This design comes from an exercise in tuning for small area on the open sky130 flow, not from production work.
Function was checked by simulation only, so behaviour that the tests miss may differ from the original.
Power and IR drop assume default switching activity.

==> v5 <==
==> flow/design.v <==
package rv64_alu_decode_pkg;
  localparam logic [6:0] OpcOp      = 7'b0110011;
  localparam logic [6:0] OpcOp32    = 7'b0111011;
  localparam logic [6:0] OpcOpImm   = 7'b0010011;
  localparam logic [6:0] OpcOpImm32 = 7'b0011011;
endpackage
module rv64_rf_wcell (
  input  logic we_i,
  input  logic we_n_i,
  input  logic wd_i,
  input  logic q_i,
  output logic d_o
);
  assign d_o = (we_i & wd_i) | (we_n_i & q_i);
endmodule
module rv64_rf_aoi222 (
  input  logic [2:0] s_i,
  input  logic [2:0] d_i,
  output logic       y_n_o
);
  assign y_n_o = ~|(s_i & d_i);
endmodule
module rv64_rf_nand_or #(
  parameter int unsigned N = 11
) (
  input  logic [N-1:0] t_n_i,
  output logic         y_o
);
  assign y_o = ~&t_n_i;
endmodule
module rv64_rd_bit #(
  parameter int unsigned X = 0
) (
  input  logic [32:0]  d_i,
  input  logic [32:0]  s_i,
  input  logic [X:0]   x_n_i,
  output logic         q_o
);
  logic [10:0] t_n;
  for (genvar g = 0; g < 11; g++) begin : g_aoi
    rv64_rf_aoi222 u_aoi (.s_i(s_i[3*g +: 3]), .d_i(d_i[3*g +: 3]), .y_n_o(t_n[g]));
  end
  if (X == 0) begin : g_plain
    rv64_rf_nand_or #(.N(11)) u_or (.t_n_i(t_n), .y_o(q_o));
  end else begin : g_extra
    rv64_rf_nand_or #(.N(11 + X)) u_or (.t_n_i({x_n_i[X:1], t_n}), .y_o(q_o));
  end
endmodule
module rv64_dec5 (
  input  logic        en_i,
  input  logic [4:0]  a_i,
  output logic [31:1] y_o
);
  logic [3:0] hi;
  logic [7:0] lo;
  for (genvar k = 0; k < 4; k++) begin : g_hi
    assign hi[k] = en_i && a_i[4:3] == 2'(k);
  end
  for (genvar k = 0; k < 8; k++) begin : g_lo
    assign lo[k] = a_i[2:0] == 3'(k);
  end
  for (genvar j = 1; j < 32; j++) begin : g_y
    assign y_o[j] = hi[j >> 3] && lo[j & 7];
  end
endmodule
module rv64_alu_decode #(
  parameter int unsigned CNT_W = 16
) (
  input  logic             clk,
  input  logic             rst,
  input  logic             inst_valid,
  output logic             inst_ready,
  input  logic [31:0]      inst,
  output logic             alu_valid,
  input  logic             alu_ready,
  output logic [63:0]      alu_a,
  output logic [63:0]      alu_b,
  output logic [2:0]       alu_op,
  output logic [4:0]       alu_rd,
  input  logic             wb_en,
  input  logic [4:0]       wb_rd,
  input  logic [63:0]      wb_data,
  output logic             illegal,
  output logic [CNT_W-1:0] illegal_count
);
  logic [6:0] opc;
  logic [2:0] f3;
  logic [6:0] f7;
  logic       is_op, is_op32, is_imm, is_imm32;
  logic       r_add, r_sub, r_sll, r_sra;
  logic       i_add, i_sll, i_sra;
  logic       legal, rtype, w;
  logic [2:0] op;
  logic [4:0] rs1, rs2, rd;
  assign opc = inst[6:0];
  assign f3  = inst[14:12];
  assign f7  = inst[31:25];
  assign rs1 = inst[19:15];
  assign rs2 = inst[24:20];
  assign rd  = inst[11:7];
  assign is_op    = opc == rv64_alu_decode_pkg::OpcOp;
  assign is_op32  = opc == rv64_alu_decode_pkg::OpcOp32;
  assign is_imm   = opc == rv64_alu_decode_pkg::OpcOpImm;
  assign is_imm32 = opc == rv64_alu_decode_pkg::OpcOpImm32;
  assign r_add = f3 == 3'b000 && f7 == 7'b0000000;
  assign r_sub = f3 == 3'b000 && f7 == 7'b0100000;
  assign r_sll = f3 == 3'b001 && f7 == 7'b0000000;
  assign r_sra = f3 == 3'b101 && f7 == 7'b0100000;
  assign i_add = f3 == 3'b000;
  assign i_sll = f3 == 3'b001 && inst[31:26] == 6'b000000 && (is_imm || !inst[25]);
  assign i_sra = f3 == 3'b101 && inst[31:26] == 6'b010000 && (is_imm || !inst[25]);
  assign rtype = (is_op || is_op32) && (r_add || r_sub || r_sll || r_sra);
  assign legal = rtype || ((is_imm || is_imm32) && (i_add || i_sll || i_sra));
  assign w     = is_op32 || is_imm32;
  assign op[2] = f3[0];
  assign op[1] = rtype ? f7[5] : f3[2];
  assign op[0] = w;
  logic [63:0] mem_q [1:31];
  logic [63:0] mem_d [1:31];
  logic [31:1] we, we_n;
  rv64_dec5 u_dec_we (.en_i(wb_en), .a_i(wb_rd), .y_o(we));
  assign we_n = ~we;
  for (genvar i = 1; i < 32; i++) begin : g_word
    for (genvar b = 0; b < 64; b++) begin : g_bit
      rv64_rf_wcell u_w (
        .we_i(we[i]), .we_n_i(we_n[i]), .wd_i(wb_data[b]), .q_i(mem_q[i][b]), .d_o(mem_d[i][b])
      );
    end
    always_ff @(posedge clk) mem_q[i] <= mem_d[i];
  end
  logic [31:0] pending_q;
  logic        wb_hit1, wb_hit2, rs1_busy, rs2_busy, stall, free, accept, issue;
  logic        alu_valid_q, illegal_q;
  logic [CNT_W-1:0] illegal_count_q;
  assign wb_hit1  = wb_en && wb_rd == rs1;
  assign wb_hit2  = wb_en && wb_rd == rs2;
  assign rs1_busy = pending_q[rs1] && !wb_hit1;
  assign rs2_busy = pending_q[rs2] && !wb_hit2;
  assign stall    = legal && (rs1_busy || (rtype && rs2_busy));
  assign free     = !alu_valid_q || alu_ready;
  assign inst_ready = free && !stall;
  logic [31:1] set_rd;
  rv64_dec5 u_dec_rd (.en_i(issue), .a_i(rd), .y_o(set_rd));
  assign accept     = inst_valid && inst_ready;
  assign issue      = accept && legal;
  always_ff @(posedge clk) begin
    if (rst) begin
      pending_q       <= '0;
      alu_valid_q     <= 1'b0;
      illegal_q       <= 1'b0;
      illegal_count_q <= '0;
    end else begin
      pending_q[31:1] <= set_rd | (pending_q[31:1] & we_n);
      pending_q[0]    <= 1'b0;
      alu_valid_q     <= issue || (alu_valid_q && !alu_ready);
      illegal_q       <= accept && !legal;
      if (accept && !legal && illegal_count_q != {CNT_W{1'b1}})
        illegal_count_q <= illegal_count_q + CNT_W'(1);
    end
  end
  logic [31:1] sel1, sel2;
  logic        sel1_wb, sel2_wb, sel2_imm, hold;
  logic        bp1, bp2;
  assign bp1      = wb_hit1 && rs1 != 5'd0;
  assign bp2      = wb_hit2 && rs2 != 5'd0;
  assign hold     = !free;
  assign sel1_wb  = free && bp1;
  assign sel2_wb  = free && rtype && bp2;
  assign sel2_imm = free && !rtype;
  rv64_dec5 u_dec_rs1 (.en_i(free && !bp1), .a_i(rs1), .y_o(sel1));
  rv64_dec5 u_dec_rs2 (.en_i(free && rtype && !bp2), .a_i(rs2), .y_o(sel2));
  logic [63:0] imm;
  assign imm[4:0]   = inst[24:20];
  assign imm[5]     = inst[25] && !(is_imm32 && !i_add);
  assign imm[11:6]  = i_add ? inst[31:26] : 6'd0;
  assign imm[63:12] = {52{i_add && inst[31]}};
  logic [63:0] a_d, b_d;
  logic [2:0]  alu_op_q;
  logic [4:0]  alu_rd_q;
  logic [63:0] imm_sel_n;
  assign imm_sel_n = ~({64{sel2_imm}} & imm);
  for (genvar b = 0; b < 64; b++) begin : g_bit
    logic [31:1] col;
    for (genvar j = 1; j < 32; j++) begin : g_w
      assign col[j] = mem_q[j][b];
    end
    rv64_rd_bit #(.X(0)) u_a (
      .d_i({alu_a[b], col, wb_data[b]}), .s_i({hold, sel1, sel1_wb}), .x_n_i(1'b1), .q_o(a_d[b])
    );
    rv64_rd_bit #(.X(1)) u_b (
      .d_i({alu_b[b], col, wb_data[b]}), .s_i({hold, sel2, sel2_wb}),
      .x_n_i({imm_sel_n[b], 1'b1}), .q_o(b_d[b])
    );
  end
  always_ff @(posedge clk) begin
    alu_a <= a_d;
    alu_b <= b_d;
    if (free) begin
      alu_op_q <= op;
      alu_rd_q <= rd;
    end
  end
  assign alu_valid     = alu_valid_q;
  assign alu_op        = alu_op_q;
  assign alu_rd        = alu_rd_q;
  assign illegal       = illegal_q;
  assign illegal_count = illegal_count_q;
endmodule
==> flow/flow/run.sh <==
#!/bin/bash
# Standard ORFS layout (the standard.sh), with two changes:
#  - port buffers use sky130_fd_sc_hd__buf_1 instead of the default pick;
#  - CTS clusters 25 sinks within 100 um and inserts no dummy loads.
set -euo pipefail
export BUFFER_PORTS_ARGS="-buffer_cell sky130_fd_sc_hd__buf_1"
export CTS_ARGS="-sink_clustering_enable -repair_clock_nets -sink_clustering_size 25 -sink_clustering_max_diameter 100 -dont_use_dummy_load"
bash standard.sh synth > synth.log 2>&1
bash standard.sh > layout.log 2>&1
==> flow/standard.sh <==
#!/bin/bash
# synth_recipe.tcl (not shown) runs the flow's synth.tcl, then flattens the netlist and writes it again
# the make line also repeats each setting of config.mk as NAME=value (left out here)
make -C /OpenROAD-flow-scripts/flow DESIGN_CONFIG=/design/flow/config.mk WORK_HOME=/design/flow/orfs CLKGATE_MAP_FILE= SYNTH_SCRIPT=/design/flow/synth_recipe.tcl "${@:-finish}"
==> flow/config.mk <==
export PLATFORM = sky130hd
export DESIGN_NAME = rv64_alu_decode
export DESIGN_NICKNAME = rv64_alu_decode
export VERILOG_FILES = /design/flow/design.v
export SDC_FILE = /design/flow/constraint.sdc
export NUM_CORES = 4
export LEC_CHECK = 0
export CAP_MARGIN = 20
export CORE_MARGIN = 2
export CORE_UTILIZATION = 50
export CTS_CLUSTER_DIAMETER = 100
export CTS_CLUSTER_SIZE = 25
export SLEW_MARGIN = 20
export SYNTH_HIERARCHICAL = 1
export SYNTH_MINIMUM_KEEP_SIZE = 0
==> flow/constraint.sdc <==
create_clock -name core_clock -period 5.5 [get_ports {clk}]
set_input_delay 1.1000 -clock core_clock [delete_from_list [all_inputs] [get_ports {clk}]]
set_output_delay 1.1000 -clock core_clock [all_outputs]
set_load 0.01 [all_outputs]
==> v10: changes against v5 <==
--- a/flow/design.v
+++ b/flow/design.v
@@ -45,21 +45,4 @@
   end else begin : g_extra
     rv64_rf_nand_or #(.N(11 + X)) u_or (.t_n_i({x_n_i[X:1], t_n}), .y_o(q_o));
-  end
-endmodule
-module rv64_dec5 (
-  input  logic        en_i,
-  input  logic [4:0]  a_i,
-  output logic [31:1] y_o
-);
-  logic [3:0] hi;
-  logic [7:0] lo;
-  for (genvar k = 0; k < 4; k++) begin : g_hi
-    assign hi[k] = en_i && a_i[4:3] == 2'(k);
-  end
-  for (genvar k = 0; k < 8; k++) begin : g_lo
-    assign lo[k] = a_i[2:0] == 3'(k);
-  end
-  for (genvar j = 1; j < 32; j++) begin : g_y
-    assign y_o[j] = hi[j >> 3] && lo[j & 7];
   end
 endmodule
@@ -119,7 +102,7 @@
   logic [63:0] mem_d [1:31];
   logic [31:1] we, we_n;
-  rv64_dec5 u_dec_we (.en_i(wb_en), .a_i(wb_rd), .y_o(we));
-  assign we_n = ~we;
   for (genvar i = 1; i < 32; i++) begin : g_word
+    assign we[i]   = wb_en && wb_rd == 5'(i);
+    assign we_n[i] = !we[i];
     for (genvar b = 0; b < 64; b++) begin : g_bit
       rv64_rf_wcell u_w (
@@ -140,6 +123,4 @@
   assign free     = !alu_valid_q || alu_ready;
   assign inst_ready = free && !stall;
-  logic [31:1] set_rd;
-  rv64_dec5 u_dec_rd (.en_i(issue), .a_i(rd), .y_o(set_rd));
   assign accept     = inst_valid && inst_ready;
   assign issue      = accept && legal;
@@ -151,5 +132,8 @@
       illegal_count_q <= '0;
     end else begin
-      pending_q[31:1] <= set_rd | (pending_q[31:1] & we_n);
+      for (int j = 1; j < 32; j++) begin
+        if (issue && rd == 5'(j)) pending_q[j] <= 1'b1;
+        else if (wb_en && wb_rd == 5'(j)) pending_q[j] <= 1'b0;
+      end
       pending_q[0]    <= 1'b0;
       alu_valid_q     <= issue || (alu_valid_q && !alu_ready);
@@ -168,6 +152,8 @@
   assign sel2_wb  = free && rtype && bp2;
   assign sel2_imm = free && !rtype;
-  rv64_dec5 u_dec_rs1 (.en_i(free && !bp1), .a_i(rs1), .y_o(sel1));
-  rv64_dec5 u_dec_rs2 (.en_i(free && rtype && !bp2), .a_i(rs2), .y_o(sel2));
+  for (genvar j = 1; j < 32; j++) begin : g_sel
+    assign sel1[j] = free && !bp1 && rs1 == 5'(j);
+    assign sel2[j] = free && rtype && !bp2 && rs2 == 5'(j);
+  end
   logic [63:0] imm;
   assign imm[4:0]   = inst[24:20];
--- a/flow/config.mk
+++ b/flow/config.mk
@@ -8,5 +8,5 @@
 export CAP_MARGIN = 20
 export CORE_MARGIN = 2
-export CORE_UTILIZATION = 50
+export CORE_UTILIZATION = 40
 export CTS_CLUSTER_DIAMETER = 100
 export CTS_CLUSTER_SIZE = 25
==> v9: changes against v5 <==
--- a/flow/design.v
+++ b/flow/design.v
@@ -5,61 +5,17 @@
   localparam logic [6:0] OpcOpImm32 = 7'b0011011;
 endpackage
-module rv64_rf_wcell (
-  input  logic we_i,
-  input  logic we_n_i,
-  input  logic wd_i,
-  input  logic q_i,
-  output logic d_o
+module rv64_regfile (
+  input  logic             clk_i,
+  input  logic             we_i,
+  input  logic [4:0]       waddr_i,
+  input  logic [63:0]      wdata_i,
+  output logic [31*64-1:0] mem_o
 );
-  assign d_o = (we_i & wd_i) | (we_n_i & q_i);
-endmodule
-module rv64_rf_aoi222 (
-  input  logic [2:0] s_i,
-  input  logic [2:0] d_i,
-  output logic       y_n_o
-);
-  assign y_n_o = ~|(s_i & d_i);
-endmodule
-module rv64_rf_nand_or #(
-  parameter int unsigned N = 11
-) (
-  input  logic [N-1:0] t_n_i,
-  output logic         y_o
-);
-  assign y_o = ~&t_n_i;
-endmodule
-module rv64_rd_bit #(
-  parameter int unsigned X = 0
-) (
-  input  logic [32:0]  d_i,
-  input  logic [32:0]  s_i,
-  input  logic [X:0]   x_n_i,
-  output logic         q_o
-);
-  logic [10:0] t_n;
-  for (genvar g = 0; g < 11; g++) begin : g_aoi
-    rv64_rf_aoi222 u_aoi (.s_i(s_i[3*g +: 3]), .d_i(d_i[3*g +: 3]), .y_n_o(t_n[g]));
-  end
-  if (X == 0) begin : g_plain
-    rv64_rf_nand_or #(.N(11)) u_or (.t_n_i(t_n), .y_o(q_o));
-  end else begin : g_extra
-    rv64_rf_nand_or #(.N(11 + X)) u_or (.t_n_i({x_n_i[X:1], t_n}), .y_o(q_o));
-  end
-endmodule
-module rv64_dec5 (
-  input  logic        en_i,
-  input  logic [4:0]  a_i,
-  output logic [31:1] y_o
-);
-  logic [3:0] hi;
-  logic [7:0] lo;
-  for (genvar k = 0; k < 4; k++) begin : g_hi
-    assign hi[k] = en_i && a_i[4:3] == 2'(k);
-  end
-  for (genvar k = 0; k < 8; k++) begin : g_lo
-    assign lo[k] = a_i[2:0] == 3'(k);
-  end
-  for (genvar j = 1; j < 32; j++) begin : g_y
-    assign y_o[j] = hi[j >> 3] && lo[j & 7];
+  logic [63:0] mem_q [1:31];
+  for (genvar i = 1; i < 32; i++) begin : g_word
+    always_ff @(posedge clk_i) begin
+      if (we_i && waddr_i == 5'(i)) mem_q[i] <= wdata_i;
+    end
+    assign mem_o[(i-1)*64 +: 64] = mem_q[i];
   end
 endmodule
@@ -116,17 +72,12 @@
   assign op[1] = rtype ? f7[5] : f3[2];
   assign op[0] = w;
-  logic [63:0] mem_q [1:31];
-  logic [63:0] mem_d [1:31];
-  logic [31:1] we, we_n;
-  rv64_dec5 u_dec_we (.en_i(wb_en), .a_i(wb_rd), .y_o(we));
-  assign we_n = ~we;
-  for (genvar i = 1; i < 32; i++) begin : g_word
-    for (genvar b = 0; b < 64; b++) begin : g_bit
-      rv64_rf_wcell u_w (
-        .we_i(we[i]), .we_n_i(we_n[i]), .wd_i(wb_data[b]), .q_i(mem_q[i][b]), .d_o(mem_d[i][b])
-      );
-    end
-    always_ff @(posedge clk) mem_q[i] <= mem_d[i];
-  end
+  logic [31*64-1:0] mem;
+  rv64_regfile u_regfile (
+    .clk_i   (clk),
+    .we_i    (wb_en),
+    .waddr_i (wb_rd),
+    .wdata_i (wb_data),
+    .mem_o   (mem)
+  );
   logic [31:0] pending_q;
   logic        wb_hit1, wb_hit2, rs1_busy, rs2_busy, stall, free, accept, issue;
@@ -140,6 +91,4 @@
   assign free     = !alu_valid_q || alu_ready;
   assign inst_ready = free && !stall;
-  logic [31:1] set_rd;
-  rv64_dec5 u_dec_rd (.en_i(issue), .a_i(rd), .y_o(set_rd));
   assign accept     = inst_valid && inst_ready;
   assign issue      = accept && legal;
@@ -151,5 +100,8 @@
       illegal_count_q <= '0;
     end else begin
-      pending_q[31:1] <= set_rd | (pending_q[31:1] & we_n);
+      for (int j = 1; j < 32; j++) begin
+        if (issue && rd == 5'(j)) pending_q[j] <= 1'b1;
+        else if (wb_en && wb_rd == 5'(j)) pending_q[j] <= 1'b0;
+      end
       pending_q[0]    <= 1'b0;
       alu_valid_q     <= issue || (alu_valid_q && !alu_ready);
@@ -168,6 +120,8 @@
   assign sel2_wb  = free && rtype && bp2;
   assign sel2_imm = free && !rtype;
-  rv64_dec5 u_dec_rs1 (.en_i(free && !bp1), .a_i(rs1), .y_o(sel1));
-  rv64_dec5 u_dec_rs2 (.en_i(free && rtype && !bp2), .a_i(rs2), .y_o(sel2));
+  for (genvar j = 1; j < 32; j++) begin : g_sel
+    assign sel1[j] = free && !bp1 && rs1 == 5'(j);
+    assign sel2[j] = free && rtype && !bp2 && rs2 == 5'(j);
+  end
   logic [63:0] imm;
   assign imm[4:0]   = inst[24:20];
@@ -175,25 +129,18 @@
   assign imm[11:6]  = i_add ? inst[31:26] : 6'd0;
   assign imm[63:12] = {52{i_add && inst[31]}};
-  logic [63:0] a_d, b_d;
+  logic [63:0] alu_a_q, alu_b_q, a_d, b_d;
   logic [2:0]  alu_op_q;
   logic [4:0]  alu_rd_q;
-  logic [63:0] imm_sel_n;
-  assign imm_sel_n = ~({64{sel2_imm}} & imm);
-  for (genvar b = 0; b < 64; b++) begin : g_bit
-    logic [31:1] col;
-    for (genvar j = 1; j < 32; j++) begin : g_w
-      assign col[j] = mem_q[j][b];
+  always_comb begin
+    a_d = ({64{sel1_wb}} & wb_data) | ({64{hold}} & alu_a_q);
+    b_d = ({64{sel2_wb}} & wb_data) | ({64{hold}} & alu_b_q) | ({64{sel2_imm}} & imm);
+    for (int j = 1; j < 32; j++) begin
+      a_d = a_d | ({64{sel1[j]}} & mem[(j-1)*64 +: 64]);
+      b_d = b_d | ({64{sel2[j]}} & mem[(j-1)*64 +: 64]);
     end
-    rv64_rd_bit #(.X(0)) u_a (
-      .d_i({alu_a[b], col, wb_data[b]}), .s_i({hold, sel1, sel1_wb}), .x_n_i(1'b1), .q_o(a_d[b])
-    );
-    rv64_rd_bit #(.X(1)) u_b (
-      .d_i({alu_b[b], col, wb_data[b]}), .s_i({hold, sel2, sel2_wb}),
-      .x_n_i({imm_sel_n[b], 1'b1}), .q_o(b_d[b])
-    );
   end
   always_ff @(posedge clk) begin
-    alu_a <= a_d;
-    alu_b <= b_d;
+    alu_a_q <= a_d;
+    alu_b_q <= b_d;
     if (free) begin
       alu_op_q <= op;
@@ -202,4 +149,6 @@
   end
   assign alu_valid     = alu_valid_q;
+  assign alu_a         = alu_a_q;
+  assign alu_b         = alu_b_q;
   assign alu_op        = alu_op_q;
   assign alu_rd        = alu_rd_q;
==> flow/run.sh (new file) <==
#!/bin/bash
# synth_recipe.tcl (not shown) runs the flow's synth.tcl, then flattens the netlist and writes it again
# the make line also repeats each setting of config.mk as NAME=value (left out here)
make -C /OpenROAD-flow-scripts/flow DESIGN_CONFIG=/design/flow/config.mk WORK_HOME=/design/flow/orfs CLKGATE_MAP_FILE= SYNTH_SCRIPT=/design/flow/synth_recipe.tcl finish
--- a/flow/config.mk
+++ b/flow/config.mk
@@ -8,8 +8,4 @@
 export CAP_MARGIN = 20
 export CORE_MARGIN = 2
-export CORE_UTILIZATION = 50
-export CTS_CLUSTER_DIAMETER = 100
-export CTS_CLUSTER_SIZE = 25
+export CORE_UTILIZATION = 40
 export SLEW_MARGIN = 20
-export SYNTH_HIERARCHICAL = 1
-export SYNTH_MINIMUM_KEEP_SIZE = 0
removed: flow/flow/run.sh
removed: flow/standard.sh
==> notes.md <==
In v10 the register-to-register slack is higher than in v9, by 460 ps. Of v5 and v9, v5 has the higher core utilization (gap 9.1 points). Final cell count: v10 > v9 > v5. Between v9 and v5, the lower clock-buffer cell count is in v5 (gap 187). Final area, lowest first: v5, v10, v9. Worst hold slack: v5 is higher than v10 (8.5 ps). First-iteration DRC count, lowest first: v9, v10, v5. Against v10, the routed wire length of v9 is higher by about 13%. The highest clock power belongs to v9, the lowest to v5.
==> figures <==
metric	v10	v9	v5
Result of the run	timing/DRC/antenna clean	timing/DRC/antenna clean	timing/DRC/antenna clean
Power attributed to the clock group	8.49 mW	15.3 mW	8.32 mW
Startpoint of the lowest-slack hold path	pending_q[31]	pending_q[6]	mem_q[7][61]
Slowest stage delay, CP	600 ps	830 ps	960 ps
Via total after detailed routing	84.1k	78.6k	83.7k
Multi-input combinational gate total	4344	3426	4337
Syn_area_per_cell	12.3 um^2	14.9 um^2	12.3 um^2
Met1 Resource Use GR	49.9%	51.1%	63.1%
Number of cells on the worst hold path	2	2	1
Flop+latch power	21.2 mW	18.6 mW	21.2 mW
HPWL reported at the end of detailed placement	249000 um	264000 um	244000 um
Number of diodes added for antenna fixing	14	26	10
Comb power	3.87 mW	1.79 mW	3.86 mW
Signal arrival time at the worst endpoint	3740 ps	3990 ps	5770 ps
Number of placed cells counting well taps	9809	9315	9357
Non-filler instance count after layout	9926	9752	9464
H-tree depth reported by CTS	3	4	3
Portion of total power attributed to sequential cells	63.2%	52.0%	63.5%
Detail-routed via count per cell	8.47	8.06	8.84
Share of cell area taken by multi-input logic gates	41.3%	24.7%	41.5%

-- afterwards: timing with drivers on the ports --
The results above use ideal ports. As a check the final layouts listed here were re-extracted and re-timed, cells and wires unchanged.
Step 1: set_driving_cell puts a clkbuf_16 on clk and a buf_2 on each other input, an assumption about the parent block.
Step 2 moves the port delays by t, midway between the first and last clock arrival at a register: inputs arrive t later, outputs are due t later. That takes back most of the time a late clock gives input paths.
a / b / c = ideal ports / drivers / drivers and shift; a / b = the first two.
run | shift t [ns] | setup slack, ns | worst setup path at the end | worst data-port slew with drivers (ns) | pins driven straight from the clock port
v5 | 0.863 | 0.468 / 0.535 / -0.328 | input to register | 0.04 | 1
v10 | 0.901 | 0.661 / 0.599 / 0.041 | input to register | 0.22 | 1
v9 | 0.991 | 0.408 / 0.258 / -0.603 | input to register | 0.17 | 1
With both steps, setup timing fails in v5 and v9, where it was met with ideal ports. For v9, which loses most, drivers alone change the setup slack by -0.150 ns; drivers and shift together by -1.011 ns.
